Context: an optimization exercise on an open-source flow, tuned for small area, a short achievable clock period and few clock cycles per item. The choices shown serve that exercise and are no tape-out recipe. Where RTL was checked, it was by simulation tests only, not by an equivalence proof against the original.

==> trial 42: inputs <==
## execCore
module execCore
(
	input logic CLK,
	input logic rstN,
	input logic req,  
	input cpuPkg::instrT instr,  
	output logic ack,
	output cpuPkg::resultT result,  
	output logic halted  
);
==> module prefixAdder, before the edit <==
module prefixAdder
(
	input cpuPkg::wordT p,
	input cpuPkg::wordT g,
	input logic cin,
	output cpuPkg::wordT sum,
	output logic cout
);
	localparam int W = 32;
	localparam int L = 5;  
	function automatic bit polOf(input int i, input int k);
		polOf = 1'b0;
		for (int m = 0; m < k; m++)
			if (i & (1 << m))
				polOf = ((m + 1) % 2) == 1;
	endfunction
	logic [W-1:0] gen [0:L];  
	logic [W-1:0] prop [0:L];  
	assign gen[0] = g;
	assign prop[0] = p;
	for (genvar k = 0; k < L; k++)
	begin : gLevel
		localparam bit NEG = (k % 2) == 1;  
		for (genvar i = 0; i < W; i++)
		begin : gBit
			if (i & (1 << k))
			begin : gNode
				localparam int J = ((i >> k) << k) - 1;  
				localparam bit FLIP = polOf(i, k) != NEG;
				logic gHi;
				logic pHi;
				assign gHi = FLIP ? !gen[k][i] : gen[k][i];
				assign pHi = FLIP ? !prop[k][i] : prop[k][i];
				if (NEG)
				begin : gOai
					oai21 node0 (.a0(pHi), .a1(gen[k][J]), .b(gHi), .y(gen[k+1][i]));
					if (i < (2 << k))
					begin : gHead
						assign prop[k+1][i] = 1'b0;  
					end
					else
					begin : gProp
						nor2 node1 (.a(pHi), .b(prop[k][J]), .y(prop[k+1][i]));
					end
				end
				else
				begin : gAoi
					aoi21 node0 (.a0(pHi), .a1(gen[k][J]), .b(gHi), .y(gen[k+1][i]));
					if (i < (2 << k))
					begin : gHead
						assign prop[k+1][i] = 1'b1;  
					end
					else
					begin : gProp
						nand2x node1 (.a(pHi), .b(prop[k][J]), .y(prop[k+1][i]));
					end
				end
			end
			else
			begin : gPass
				assign gen[k+1][i] = gen[k][i];
				assign prop[k+1][i] = prop[k][i];
			end
		end
	end
	for (genvar i = 0; i < W; i++)
	begin : gSum
		if (i == 0)
		begin : gLow
			assign sum[i] = p[i] ^ cin;
		end
		else
		begin : gHigh
			localparam bit CN = polOf(i - 1, L);  
			assign sum[i] = p[i] ^ gen[L][i-1] ^ CN;
		end
	end
	assign cout = gen[L][W-1] ^ polOf(W - 1, L);
endmodule
==> module aoi21, before the edit <==
module aoi21
(
	input logic a0,
	input logic a1,
	input logic b,
	output logic y
);
	assign y = !((a0 && a1) || b);
endmodule
==> module oai21, before the edit <==
module oai21
(
	input logic a0,
	input logic a1,
	input logic b,
	output logic y
);
	assign y = !((a0 || a1) && b);
endmodule
==> module nor2, before the edit <==
module nor2
(
	input logic a,
	input logic b,
	output logic y
);
	assign y = !(a || b);
endmodule
==> module nand2x, before the edit <==
module nand2x
(
	input logic a,
	input logic b,
	output logic y
);
	assign y = !(a && b);
endmodule
make LEC_CHECK=0 CAP_MARGIN=20 CORE_MARGIN=2 CORE_UTILIZATION=50 CTS_BUF_LIST='sky130_fd_sc_hd__clkbuf_4 sky130_fd_sc_hd__clkbuf_8' SETUP_SLACK_MARGIN=4.0 SLEW_MARGIN=20 SYNTH_HIERARCHICAL=1 finish   # period 8.0 ns
run.sh (not shown) runs the stock make flow with config.mk's settings and CLKGATE_MAP_FILE= SYNTH_SCRIPT=/design/flow/synth_recipe.tcl, a recipe that flattens the netlist after the stock synthesis.
==> trial 82: changes against trial 42 <==
--- a/flow/design.v
+++ b/flow/design.v
@@ -205,11 +205,5 @@
 	localparam int L = 5;  
-	function automatic bit polOf(input int i, input int k);
-		polOf = 1'b0;
-		for (int m = 0; m < k; m++)
-			if (i & (1 << m))
-				polOf = ((m + 1) % 2) == 1;
-	endfunction
 	logic [W-1:0] gen [0:L];  
 	logic [W-1:0] prop [0:L];  
-	assign gen[0] = g;
+	assign gen[0] = g;  
 	assign prop[0] = p;
@@ -217,37 +211,19 @@
 	begin : gLevel
-		localparam bit NEG = (k % 2) == 1;  
 		for (genvar i = 0; i < W; i++)
 		begin : gBit
-			if (i & (1 << k))
-			begin : gNode
+			if ((i & (1 << k)) && (i < (2 << k)))
+			begin : gHead
+				gMerge node0 (
+					.gHi(gen[k][i]), .pHi(prop[k][i]), .gLo(gen[k][(1 << k)-1]),
+					.g(gen[k+1][i])
+				);
+				assign prop[k+1][i] = 1'b0;
+			end
+			else if (i & (1 << k))
+			begin : gMerge
 				localparam int J = ((i >> k) << k) - 1;  
-				localparam bit FLIP = polOf(i, k) != NEG;
-				logic gHi;
-				logic pHi;
-				assign gHi = FLIP ? !gen[k][i] : gen[k][i];
-				assign pHi = FLIP ? !prop[k][i] : prop[k][i];
-				if (NEG)
-				begin : gOai
-					oai21 node0 (.a0(pHi), .a1(gen[k][J]), .b(gHi), .y(gen[k+1][i]));
-					if (i < (2 << k))
-					begin : gHead
-						assign prop[k+1][i] = 1'b0;  
-					end
-					else
-					begin : gProp
-						nor2 node1 (.a(pHi), .b(prop[k][J]), .y(prop[k+1][i]));
-					end
-				end
-				else
-				begin : gAoi
-					aoi21 node0 (.a0(pHi), .a1(gen[k][J]), .b(gHi), .y(gen[k+1][i]));
-					if (i < (2 << k))
-					begin : gHead
-						assign prop[k+1][i] = 1'b1;  
-					end
-					else
-					begin : gProp
-						nand2x node1 (.a(pHi), .b(prop[k][J]), .y(prop[k+1][i]));
-					end
-				end
+				pgMerge node0 (
+					.gHi(gen[k][i]), .pHi(prop[k][i]), .gLo(gen[k][J]), .pLo(prop[k][J]),
+					.g(gen[k+1][i]), .p(prop[k+1][i])
+				);
 			end
@@ -260,49 +236,25 @@
 	end
-	for (genvar i = 0; i < W; i++)
-	begin : gSum
-		if (i == 0)
-		begin : gLow
-			assign sum[i] = p[i] ^ cin;
-		end
-		else
-		begin : gHigh
-			localparam bit CN = polOf(i - 1, L);  
-			assign sum[i] = p[i] ^ gen[L][i-1] ^ CN;
-		end
-	end
-	assign cout = gen[L][W-1] ^ polOf(W - 1, L);
-endmodule
-module aoi21
-(
-	input logic a0,
-	input logic a1,
-	input logic b,
-	output logic y
-);
-	assign y = !((a0 && a1) || b);
-endmodule
-module oai21
-(
-	input logic a0,
-	input logic a1,
-	input logic b,
-	output logic y
-);
-	assign y = !((a0 || a1) && b);
+	assign sum = p ^ {gen[L][W-2:0], cin};
+	assign cout = gen[L][W-1];
 endmodule
-module nor2
+module pgMerge
 (
-	input logic a,
-	input logic b,
-	output logic y
+	input logic gHi,
+	input logic pHi,
+	input logic gLo,
+	input logic pLo,
+	output logic g,
+	output logic p
 );
-	assign y = !(a || b);
+	assign g = gHi || (pHi && gLo);
+	assign p = pHi && pLo;
 endmodule
-module nand2x
+module gMerge
 (
-	input logic a,
-	input logic b,
-	output logic y
+	input logic gHi,
+	input logic pHi,
+	input logic gLo,
+	output logic g
 );
-	assign y = !(a && b);
+	assign g = gHi || (pHi && gLo);
 endmodule
==> flow_summary.json <==
{
  "cp_cell_sequence": "clkdlybuf4s15_2, nor2b_1, and3_4, a222oi_1, nand4_1, nor3_2, inv_1, maj3_2, a21o_1, a21o_4, a21o_4, a21o_4, a21o_1, xor2_1, a21o_1",
  "syn_nets": 3233,
  "swShare_pct": 23.3,
  "wl_um": 222000,
  "met2_usage_pct": 61.0,
  "status": "no timing/DRC/antenna violations",
  "grtUsageTotal_pct": 43.4,
  "n_clock_buffer": 226,
  "drive_gt1_share_pct": 28.3,
  "dr.pass1.iters": 13,
  "crit_start": "instr[25]",
  "cpLargestDelayFamily": "compound AO/OA/AOI/OAI gates",
  "post_cts_resized": 339,
  "postCtsSetupBuffers": 184,
  "fin_area_mm2": 0.0595,
  "utilization_pct": 61.5
}
(the above is from trial 82)
==> flow_summary.json <==
{
  "status": "no timing/DRC/antenna violations",
  "post_cts_resized": 312,
  "n_clock_buffer": 233,
  "crit_start": "instr[30]",
  "grtUsageTotal_pct": 43.4,
  "syn_nets": 3280,
  "drive_gt1_share_pct": 29.5,
  "place_hpwl_um": 123000,
  "swShare_pct": 23.3,
  "cpLargestDelayFamily": "simple AND/OR/NAND/NOR gates",
  "postCtsSetupBuffers": 175,
  "fin_area_mm2": 0.0594,
  "clockBufferDepth": 3,
  "utilization_pct": 61.4,
  "dr.pass1.iters": 15,
  "cp_cell_sequence": "buf_8, nor4_4, nand2_4, nor3_4, buf_6, buf_16, buf_4, and3_4, buf_6, a222oi_1, nand4_1, nor4_4, xnor2_2, xor2_2, buf_4, nor2_1, a22o_1, a221oi_2, o221ai_1, a21o_1",
  "wl_um": 222000
}
(the above is from trial 42)
Testbench counts of trial 42, summed over its fixed seeds: cycles 9,480, items 4,744.
Testbench counts of trial 82, summed over its fixed seeds: cycles 9,480, items 4,744.

========
==> inputs of build 69 <==
==> flow/design.v <==
`default_nettype none
package cpuPkg;
	typedef logic [32-1:0] wordT;  
	typedef logic [5-1:0] regAddrT;  
	typedef struct packed {
		logic [6-1:0] opcode;  
		regAddrT rs;  
		regAddrT rt;  
		regAddrT rd;  
		logic [5-1:0] shamt;  
		logic [6-1:0] funct;  
	} instrT;
	typedef struct packed {
		logic add;  
		logic sub;  
		logic andOp;
		logic orOp;
		logic xorOp;
		logic norOp;
		logic slt;  
		logic sltu;  
		logic sll;
		logic srl;
		logic lui;  
	} aluSelT;
	typedef struct packed {
		logic wen;  
		regAddrT destReg;
		wordT value;
	} resultT;
endpackage
`default_nettype wire
`timescale 1ns/10ps
`default_nettype none
module instrDecoder
(
	input cpuPkg::instrT instr,
	output cpuPkg::aluSelT sel,  
	output logic writes,  
	output logic isHalt,
	output logic useImm,  
	output cpuPkg::regAddrT destReg,  
	output cpuPkg::wordT immExt  
);
	logic [5:0] op;
	logic [5:0] fn;
	logic rtype;
	logic [15:0] imm;
	logic signExt;
	assign op = instr.opcode;
	assign fn = instr.funct;
	assign imm = instr[15:0];
	assign rtype = (op == 6'h00);
	assign isHalt = (op == 6'h3f);
	assign signExt = (op[5:2] == 4'b0010);  
	assign immExt = {{16{signExt & imm[15]}}, imm};
	assign destReg = rtype ? instr.rd : instr.rt;
	assign useImm = !rtype;
	always_comb
	begin
		sel = '0;
		writes = 1'b0;
		if (rtype)
		begin
			case (fn)
				6'h00: begin sel.sll = 1'b1; writes = 1'b1; end
				6'h02: begin sel.srl = 1'b1; writes = 1'b1; end
				6'h20, 6'h21: begin sel.add = 1'b1; writes = 1'b1; end
				6'h22, 6'h23: begin sel.add = 1'b1; sel.sub = 1'b1; writes = 1'b1; end
				6'h24: begin sel.andOp = 1'b1; writes = 1'b1; end
				6'h25: begin sel.orOp = 1'b1; writes = 1'b1; end
				6'h26: begin sel.xorOp = 1'b1; writes = 1'b1; end
				6'h27: begin sel.norOp = 1'b1; writes = 1'b1; end
				6'h2a: begin sel.slt = 1'b1; sel.sub = 1'b1; writes = 1'b1; end
				6'h2b: begin sel.sltu = 1'b1; sel.sub = 1'b1; writes = 1'b1; end
				default: ;
			endcase
		end
		else
		begin
			case (op)
				6'h08, 6'h09: begin sel.add = 1'b1; writes = 1'b1; end
				6'h0a: begin sel.slt = 1'b1; sel.sub = 1'b1; writes = 1'b1; end
				6'h0b: begin sel.sltu = 1'b1; sel.sub = 1'b1; writes = 1'b1; end
				6'h0c: begin sel.andOp = 1'b1; writes = 1'b1; end
				6'h0d: begin sel.orOp = 1'b1; writes = 1'b1; end
				6'h0f: begin sel.lui = 1'b1; writes = 1'b1; end
				6'h0e: begin sel.xorOp = 1'b1; writes = 1'b1; end
				default: ;
			endcase
		end
	end
endmodule
`default_nettype wire
`timescale 1ns/10ps
`default_nettype none
module aluUnit
(
	input cpuPkg::aluSelT sel,
	input cpuPkg::wordT aN,  
	input cpuPkg::wordT bN,  
	input logic [16-1:0] imm,  
	input logic [5-1:0] shamt,
	output cpuPkg::wordT y
);
	localparam int W = 32;
	cpuPkg::wordT a;
	cpuPkg::wordT b;
	cpuPkg::wordT bx;  
	cpuPkg::wordT p;
	cpuPkg::wordT g;
	cpuPkg::wordT sum;
	cpuPkg::wordT logicY;
	cpuPkg::wordT otherY;  
	logic carry;
	assign a = ~aN;
	assign b = ~bN;
	assign bx = b ^ {W{sel.sub}};
	for (genvar i = 0; i < W; i++)
	begin : gPg
		xor2 cell0 (.a(a[i]), .b(bx[i]), .y(p[i]));
		and2 cell1 (.a(a[i]), .b(bx[i]), .y(g[i]));
	end
	logic g0;  
	maj3 cell2 (.a(a[0]), .b(bx[0]), .c(sel.sub), .y(g0));
	prefixAdder add0 (
		.p(p),
		.g({g[W-1:1], g0}),
		.cin(sel.sub),
		.sum(sum),
		.cout(carry)
	);
	logic signFlip;
	logic lessThan;
	assign signFlip = sel.slt && (a[W-1] ^ b[W-1]);
	assign lessThan = !(carry ^ signFlip);
	assign logicY = ({W{sel.andOp | sel.orOp}} & g) |
		({W{sel.orOp | sel.xorOp}} & p) |
		({W{sel.norOp}} & ~(g | p));
	logic [5-1:0] rotAmt;
	cpuPkg::wordT rot [0:5];
	cpuPkg::wordT shMask;
	assign rotAmt = sel.sll ? (~shamt + 1'b1) : shamt;
	assign rot[0] = b;  
	for (genvar k = 0; k < 5; k++)
	begin : gRot
		assign rot[k+1] = rotAmt[k] ? {rot[k][(1 << k)-1:0], rot[k][W-1:(1 << k)]} : rot[k];
	end
	for (genvar i = 0; i < W; i++)
	begin : gMask
		assign shMask[i] = (sel.srl && ((i + shamt) < W)) || (sel.sll && (i >= shamt));
	end
	assign otherY = logicY |
		(shMask & rot[5]) |
		({W{sel.lui}} & {imm, {(W-16){1'b0}}});
	for (genvar i = 1; i < W; i++)
	begin : gOut
		ao21 cell0 (.a(sel.add), .b(sum[i]), .c(otherY[i]), .y(y[i]));
	end
	ao21 cell3 (.a(sel.slt | sel.sltu), .b(lessThan), .c((sel.add & sum[0]) | otherY[0]), .y(y[0]));
endmodule
module xor2
(
	input logic a,
	input logic b,
	output logic y
);
	assign y = a ^ b;
endmodule
module and2
(
	input logic a,
	input logic b,
	output logic y
);
	assign y = a && b;
endmodule
module maj3
(
	input logic a,
	input logic b,
	input logic c,
	output logic y
);
	assign y = (a && b) || (a && c) || (b && c);
endmodule
module ao21
(
	input logic a,
	input logic b,
	input logic c,
	output logic y
);
	assign y = (a && b) || c;
endmodule
module prefixAdder
(
	input cpuPkg::wordT p,
	input cpuPkg::wordT g,
	input logic cin,
	output cpuPkg::wordT sum,
	output logic cout
);
	localparam int W = 32;
	localparam int L = $clog2(W);
	logic [W-1:0] gen [0:L];  
	logic [W-1:0] prop [0:L];  
	assign gen[0] = g;  
	assign prop[0] = p;
	for (genvar k = 0; k < L; k++)
	begin : gLevel
		for (genvar i = 0; i < W; i++)
		begin : gBit
			if ((i & (1 << k)) && (i < (2 << k)))
			begin : gHead
				gMerge node0 (
					.gHi(gen[k][i]), .pHi(prop[k][i]), .gLo(gen[k][(1 << k)-1]),
					.g(gen[k+1][i])
				);
				assign prop[k+1][i] = 1'b0;
			end
			else if (i & (1 << k))
			begin : gMerge
				localparam int J = ((i >> k) << k) - 1;  
				pgMerge node0 (
					.gHi(gen[k][i]), .pHi(prop[k][i]), .gLo(gen[k][J]), .pLo(prop[k][J]),
					.g(gen[k+1][i]), .p(prop[k+1][i])
				);
			end
			else
			begin : gPass
				assign gen[k+1][i] = gen[k][i];
				assign prop[k+1][i] = prop[k][i];
			end
		end
	end
	assign sum = p ^ {gen[L][W-2:0], cin};
	assign cout = gen[L][W-1];
endmodule
module pgMerge
(
	input logic gHi,
	input logic pHi,
	input logic gLo,
	input logic pLo,
	output logic g,
	output logic p
);
	assign g = gHi || (pHi && gLo);
	assign p = pHi && pLo;
endmodule
module gMerge
(
	input logic gHi,
	input logic pHi,
	input logic gLo,
	output logic g
);
	assign g = gHi || (pHi && gLo);
endmodule
`default_nettype wire
`timescale 1ns/10ps
`default_nettype none
module registerFile
(
	input logic CLK,
	input logic rstN,
	input cpuPkg::regAddrT rdAddrA,
	input cpuPkg::regAddrT rdAddrB,
	input logic [6-1:0] opcode,  
	input cpuPkg::wordT orB,  
	output cpuPkg::wordT rdDataAN,  
	output cpuPkg::wordT rdDataBN,
	input logic wrEn,
	input cpuPkg::regAddrT wrAddr,
	input cpuPkg::wordT wrData
);
	localparam int N = 1 << 5;
	logic [N-1:1][32-1:0] regs;
	logic [N-1:1] valid;
	logic [N-1:1] selA;
	logic [N-1:1] selB;
	always_ff @(posedge CLK)
	begin
		if (!rstN)
			valid <= '0;
		else if (wrEn && (wrAddr != '0))
			valid[wrAddr] <= 1'b1;
	end
	always_ff @(posedge CLK)
	begin
		for (int i = 1; i < N; i++)
			if (wrEn && (wrAddr == i))
				regs[i] <= wrData;
	end
	logic [7:0] hiA;
	logic [7:0] hiB;
	logic [3:0] loA;
	logic [3:0] loB;
	always_comb
	begin
		for (int i = 0; i < 8; i++)
		begin
			hiA[i] = (rdAddrA[4:2] == i);
			hiB[i] = (rdAddrB[4:2] == i);
		end
		for (int i = 0; i < 4; i++)
		begin
			loA[i] = (rdAddrA[1:0] == i);
			loB[i] = (opcode == '0) && (rdAddrB[1:0] == i);
		end
		for (int i = 1; i < N; i++)
		begin
			selA[i] = hiA[i >> 2] && loA[i & 3] && valid[i];
			selB[i] = hiB[i >> 2] && loB[i & 3] && valid[i];
		end
	end
	readPort portA (.sel(selA), .regs(regs), .extra('0), .dataN(rdDataAN));
	readPort #(.EXTRA(1)) portB (.sel(selB), .regs(regs), .extra(orB), .dataN(rdDataBN));
endmodule
`default_nettype wire
`default_nettype none
module readPort
#(
	parameter bit EXTRA = 0  
)
(
	input logic [(1 << 5)-1:1] sel,
	input logic [(1 << 5)-1:1][32-1:0] regs,
	input cpuPkg::wordT extra,
	output cpuPkg::wordT dataN  
);
	localparam int G = 11;  
	logic [32-1:0][G-1:0] grpN;  
	logic [32-1:0][2:0] part;  
	for (genvar b = 0; b < 32; b++)
	begin : gBit
		for (genvar g = 0; g < G - 1; g++)
		begin : gGrp
			aoi222 cell0 (
				.a0(sel[3*g+1]), .d0(regs[3*g+1][b]),
				.a1(sel[3*g+2]), .d1(regs[3*g+2][b]),
				.a2(sel[3*g+3]), .d2(regs[3*g+3][b]),
				.y(grpN[b][g])
			);
		end
		nand2 cell1 (.a(sel[31]), .b(regs[31][b]), .y(grpN[b][G-1]));
		nand4 cell2 (.a(grpN[b][0]), .b(grpN[b][1]), .c(grpN[b][2]), .d(grpN[b][3]), .y(part[b][0]));
		nand4 cell3 (.a(grpN[b][4]), .b(grpN[b][5]), .c(grpN[b][6]), .d(grpN[b][7]), .y(part[b][1]));
		nand3 cell4 (.a(grpN[b][8]), .b(grpN[b][9]), .c(grpN[b][10]), .y(part[b][2]));
		if (EXTRA)
		begin : gExtra
			nor4 cell5 (.a(part[b][0]), .b(part[b][1]), .c(part[b][2]), .d(extra[b]), .y(dataN[b]));
		end
		else
		begin : gPlain
			nor3 cell5 (.a(part[b][0]), .b(part[b][1]), .c(part[b][2]), .y(dataN[b]));
		end
	end
endmodule
module aoi222
(
	input logic a0,
	input logic d0,
	input logic a1,
	input logic d1,
	input logic a2,
	input logic d2,
	output logic y
);
	assign y = !((a0 && d0) || (a1 && d1) || (a2 && d2));
endmodule
`default_nettype wire
`default_nettype none
module nand2
(
	input logic a,
	input logic b,
	output logic y
);
	assign y = !(a && b);
endmodule
module nand3
(
	input logic a,
	input logic b,
	input logic c,
	output logic y
);
	assign y = !(a && b && c);
endmodule
module nand4
(
	input logic a,
	input logic b,
	input logic c,
	input logic d,
	output logic y
);
	assign y = !(a && b && c && d);
endmodule
module nor4
(
	input logic a,
	input logic b,
	input logic c,
	input logic d,
	output logic y
);
	assign y = !(a || b || c || d);
endmodule
module nor3
(
	input logic a,
	input logic b,
	input logic c,
	output logic y
);
	assign y = !(a || b || c);
endmodule
`default_nettype wire
`timescale 1ns/10ps
`default_nettype none
module execCore
(
	input logic CLK,
	input logic rstN,
	input logic req,  
	input cpuPkg::instrT instr,  
	output logic ack,
	output cpuPkg::resultT result,  
	output logic halted  
);
	cpuPkg::aluSelT decSel;
	logic decWrites;
	logic decHalt;
	logic decUseImm;
	cpuPkg::regAddrT decDest;
	cpuPkg::wordT decImm;
	cpuPkg::wordT rdAN;
	cpuPkg::wordT rdBN;
	cpuPkg::wordT aluY;
	logic fire;  
	instrDecoder decoder0 (
		.instr(instr),
		.sel(decSel),
		.writes(decWrites),
		.isHalt(decHalt),
		.useImm(decUseImm),
		.destReg(decDest),
		.immExt(decImm)
	);
	registerFile regs0 (
		.CLK(CLK),
		.rstN(rstN),
		.rdAddrA(instr.rs),
		.rdAddrB(instr.rt),
		.opcode(instr.opcode),  
		.orB(decUseImm ? decImm : '0),
		.rdDataAN(rdAN),
		.rdDataBN(rdBN),
		.wrEn(ack && result.wen),
		.wrAddr(result.destReg),
		.wrData(result.value)
	);
	aluUnit alu0 (
		.sel(decSel),
		.aN(rdAN),
		.bN(rdBN),
		.imm(instr[16-1:0]),
		.shamt(instr.shamt),
		.y(aluY)
	);
	assign fire = req && !ack;
	always_ff @(posedge CLK)
	begin
		if (!rstN)
		begin
			ack <= 1'b0;
			halted <= 1'b0;
		end
		else if (fire)
		begin
			ack <= 1'b1;
			if (decHalt)
				halted <= 1'b1;
		end
		else if (!req)
			ack <= 1'b0;  
	end
	always_ff @(posedge CLK)
	begin
		if (fire)
			result <= {decWrites && (decDest != '0) && !halted, decDest, aluY};  
	end
endmodule
`default_nettype wire
==> flow/run.sh <==
#!/bin/bash
# synth_recipe.tcl (not shown) runs the flow's synth.tcl, then flattens the netlist and writes it again
# the make line also repeats each setting of config.mk as NAME=value (left out here)
make -C /OpenROAD-flow-scripts/flow DESIGN_CONFIG=/design/flow/config.mk WORK_HOME=/design/flow/orfs CLKGATE_MAP_FILE= SYNTH_SCRIPT=/design/flow/synth_recipe.tcl finish
==> flow/config.mk <==
export PLATFORM = sky130hd
export DESIGN_NAME = execCore
export DESIGN_NICKNAME = execCore
export VERILOG_FILES = /design/flow/design.v
export SDC_FILE = /design/flow/constraint.sdc
export NUM_CORES = 4
export LEC_CHECK = 0
export CAP_MARGIN = 20
export CORE_MARGIN = 2
export CORE_UTILIZATION = 50
export SETUP_SLACK_MARGIN = 4.0
export SLEW_MARGIN = 20
export SYNTH_HIERARCHICAL = 1
==> flow/constraint.sdc <==
create_clock -name core_clock -period 8.0 [get_ports {CLK}]
set_input_delay 1.6000 -clock core_clock [delete_from_list [all_inputs] [get_ports {CLK}]]
set_output_delay 1.6000 -clock core_clock [all_outputs]
set_load 0.01 [all_outputs]
==> build 59 (differences from build 69) <==
--- a/flow/design.v
+++ b/flow/design.v
@@ -204,3 +204,3 @@
 	localparam int W = 32;
-	localparam int L = $clog2(W);
+	localparam int L = 5;  
 	logic [W-1:0] gen [0:L];  
==> impl_metrics.csv <==
group,metric,value,unit
outcome,status,"no timing/DRC/antenna violations",
clocking,htreeDepth,3,
run,cap_violations,0,
finish,layout_common_cells,"edfxtp_1 (1,030), a222oi_1 (640), buf_4 (293), nand4_1 (140), nand2_1 (121)",
timing,max_slew_margin,25.5,%
min_path,min_to,"regs0.valid[31]",
routing,highest-signal-layer,"met5",
finish,fin_util,61.7,%
global_route,grt_overflow,0,
power_and_ir_drop,power.share.clock,44.9,%
power_and_ir_drop,pg_comb,0.000572,W
finish,nFlopsAndLatches,1063,
yosys,yosysWarnings,16,
worst_setup_path,timing.critical_path.to,"result[25]",
timing,finalClockSkew,0.0691,ns
Source of the figures above: build 59

==> impl_metrics.csv <==
group,metric,value,unit
outcome,status,"no timing/DRC/antenna violations",
power_and_ir_drop,pg_comb,0.000572,W
timing,finalClockSkew,0.0691,ns
timing,max_slew_margin,25.5,%
yosys,yosysWarnings,16,
finish,nFlopsAndLatches,1063,
global_route,grt_overflow,0,
finish,layout_common_cells,"edfxtp_1 (1,030), a222oi_1 (640), buf_4 (293), nand4_1 (140), nand2_1 (121)",
clocking,htreeDepth,3,
routing,highest-signal-layer,"met5",
worst_setup_path,timing.critical_path.to,"result[25]",
min_path,min_to,"regs0.valid[31]",
power_and_ir_drop,power.share.clock,44.9,%
Source of the figures above: build 69

Testbench counts of build 59, summed over its fixed seeds: cycles 9,480, items 4,744.
Function not checked in build 69: the RTL went through the layout flow alone.

[what the ideal ports hide]
In the flow no input, the clock included, has a driving cell. The finished layouts below were timed again as built, in two steps.
Step 1: set_driving_cell puts a clkbuf_16 on CLK and a buf_2 on each other input, an assumption about the parent block.
Step 2 times the ports against the registers' clock, not the clock port: input delays grow and output delays shrink by t, the midpoint of the rising clock arrivals with the driver on.
a / b / c = no drivers / after step 1 / after step 2; a / b = the first two.
run	t, ns	setup WS [ns]	worst setup path after step 2	latest minus earliest clock arrival (ns)	worst data-port slew with drivers (ns)
trial 42	0.941	2.626 / 2.628 / 1.688	input to register	0.059 / 0.059	0.07
trial 82	0.928	2.647 / 2.662 / 1.734	input to register	0.045 / 0.045	0.07
build 69	0.784	2.428 / 2.469 / 1.685	input to register	0.071 / 0.071	0.07
build 59	0.784	2.428 / 2.469 / 1.685	input to register	0.071 / 0.071	0.07
After both steps every run listed still meets setup and hold. The setup slack of trial 42, which loses most, moves by +0.002 ns with the drivers and by -0.938 ns with both steps.
